Context: an optimization exercise on an open-source flow, tuned for small area. The choices shown serve that exercise and are no tape-out recipe.
Function was checked by simulation only, so behaviour that the tests miss may differ from the original.

Setup of job 3542:
## fma_unit
module fma_unit (
    input  logic        clk_i,
    input  logic        rst_i,
    input  logic        start_i,
    input  logic [31:0] a_i,
    input  logic [31:0] b_i,
    input  logic [31:0] c_i,
    input  logic        sub_i,
    input  logic [2:0]  rnd_i,
    output logic        done_o,
    output logic [37:0] res_o
);
==> flow/config.mk <==
export PLATFORM = sky130hd
export DESIGN_NAME = fma_unit
export DESIGN_NICKNAME = fma_unit
export VERILOG_FILES = /design/flow/design.v
export SDC_FILE = /design/flow/constraint.sdc
export NUM_CORES = 4
export LEC_CHECK = 0
export CAP_MARGIN = 20
export CORE_MARGIN = 2
export CORE_UTILIZATION = 40
export CTS_BUF_LIST = sky130_fd_sc_hd__clkbuf_8
export GPL_TIMING_DRIVEN = 0
export SLEW_MARGIN = 20
export SYNTH_HIERARCHICAL = 1
==> flow/constraint.sdc <==
create_clock -name core_clock -period 13.0 [get_ports {clk_i}]
set_input_delay 2.6000 -clock core_clock [delete_from_list [all_inputs] [get_ports {clk_i}]]
set_output_delay 2.6000 -clock core_clock [all_outputs]
set_load 0.01 [all_outputs]
standard.sh (not shown) runs the stock make flow with config.mk's settings and CLKGATE_MAP_FILE= SYNTH_SCRIPT=/design/flow/synth_recipe.tcl, a recipe that flattens the netlist after the stock synthesis.
==> flow/flow/run.sh <==
#!/bin/bash
# Standard layout, with the port buffers made of the smallest buffer cell.
cp standard.sh standard_sh.log
export BUFFER_PORTS_ARGS="-buffer_cell sky130_fd_sc_hd__buf_1"
bash standard.sh > standard.log 2>&1
Job 3542 closes out successfully: all stages finished, all timing, DRC and antenna checks passed.
The inputs of job 4010 differ from those of job 3542 as listed below.
Settings: GPL_TIMING_DRIVEN removed (was 0); CORE_UTILIZATION changed from 40 to 60.
## What came out
- Job 4010 finished end to end and its layout was clean on timing, DRC and antenna.
- | number of remaining DRC errors | job 3542 vs job 4010 | ≈ equal |
- Looking at total buffers and inverters traversed by the critical path, job 4010 sits above job 3542.
- Going from job 3542 to job 4010, smallest hold slack dropped 0.0047 ns; core region area dropped about 33%; buffer count from post-CTS setup fixing dropped 13; sequential share of layout area climbed 0.31 points.
- Final HPWL from detailed placement: higher on job 4010
- Non-filler instance count after layout (job 4010 vs. job 3542) decreases by a few percent
Setup changes, job 4010 to job 3014
Settings: changing CORE_UTILIZATION from 60 to 40; removing CTS_BUF_LIST (formerly sky130_fd_sc_hd__clkbuf_8).
==> flow/run.sh (new file) <==
#!/bin/bash
# synth_recipe.tcl (not shown) runs the flow's synth.tcl, then flattens the netlist and writes it again
# the make line also repeats each setting of config.mk as NAME=value (left out here)
make -C /OpenROAD-flow-scripts/flow DESIGN_CONFIG=/design/flow/config.mk WORK_HOME=/design/flow/orfs CLKGATE_MAP_FILE= SYNTH_SCRIPT=/design/flow/synth_recipe.tcl finish
removed: flow/flow/run.sh
removed: flow/standard.sh
--- outcome ---
- For the met2 wirelength from detailed routing, job 3014 came in 2.1 mm lower than job 4010 did.
- Looking at transition at the pin with the smallest max-transition slack, job 3014 sits 0.091 ns below job 4010.
- Diff job 4010 -> job 3014: maximum frequency was more or less identical, portion of the layout cell area used by non-clock buffers went up by 3.1 points, met3 track demand over resource went down by 5.2 points.
- | cell area reported after detailed placement | higher: job 3014 |
For job 835, these inputs were changed with respect to job 3014:
Settings: CTS_BUF_LIST now sky130_fd_sc_hd__clkbuf_8, previously not set.
==> flow/flow/run.sh (new file) <==
#!/bin/bash
# Standard layout, with the port buffers made of the smallest buffer cell.
cp standard.sh standard_sh.log
export BUFFER_PORTS_ARGS="-buffer_cell sky130_fd_sc_hd__buf_1"
bash standard.sh > standard.log 2>&1
==> flow/standard.sh (new file) <==
#!/bin/bash
# synth_recipe.tcl (not shown) runs the flow's synth.tcl, then flattens the netlist and writes it again
# the make line also repeats each setting of config.mk as NAME=value (left out here)
make -C /OpenROAD-flow-scripts/flow DESIGN_CONFIG=/design/flow/config.mk WORK_HOME=/design/flow/orfs CLKGATE_MAP_FILE= SYNTH_SCRIPT=/design/flow/synth_recipe.tcl "${@:-finish}"
removed: flow/run.sh
Findings:
Between job 835 and job 3014, the met1 capacity usage during global routing does not differ in any meaningful way. Per the comparison of job 835 with job 3014, setup slack now larger; share of the clock period used by the worst path after layout has remained practically unchanged; routability-driven placement congestion ratio now smaller; effective utilization at floorplan closely matched the old numbers. The register share of the cell area in job 835 sits 0.36 points above the value recorded for job 3014. Summary of job 835 over job 3014: multiplexer share of the synthesized area flat.

==> what the ideal ports hide <==
In the flow no input, the clock included, has a driving cell. The finished layouts below were timed again as built, in two steps. Step 1 assumes that a clkbuf_16 drives the clock port and a buf_2 every other input. Step 2, shift: input delay + t, output delay - t, t = (earliest + latest rising clock arrival at the registers) / 2. This alone moves slack from input paths to output paths. a / b / c = ideal / step 1 / step 2; a / b = the first two.
| run | t, ns | setup slack, ns | worst setup path after step 2 | latest minus earliest clock arrival (ns) |
|---|---|---|---|---|
| job 3542 | 0.518 | 0.473 / 0.500 / -0.018 | input to register | 0.022 / 0.022 |
| job 4010 | 0.526 | 0.648 / 0.648 / 0.341 | input to register | 0.028 / 0.028 |
| job 3014 | 0.477 | 0.673 / 0.695 / 0.218 | input to register | 0.020 / 0.020 |
| job 835 | 0.513 | 0.689 / 0.713 / 0.200 | input to register | 0.020 / 0.020 |
Met with ideal ports but missed after step 2: setup timing in job 3542. The setup slack of job 3542, which loses most, moves by +0.027 ns with the drivers and by -0.491 ns with both steps.
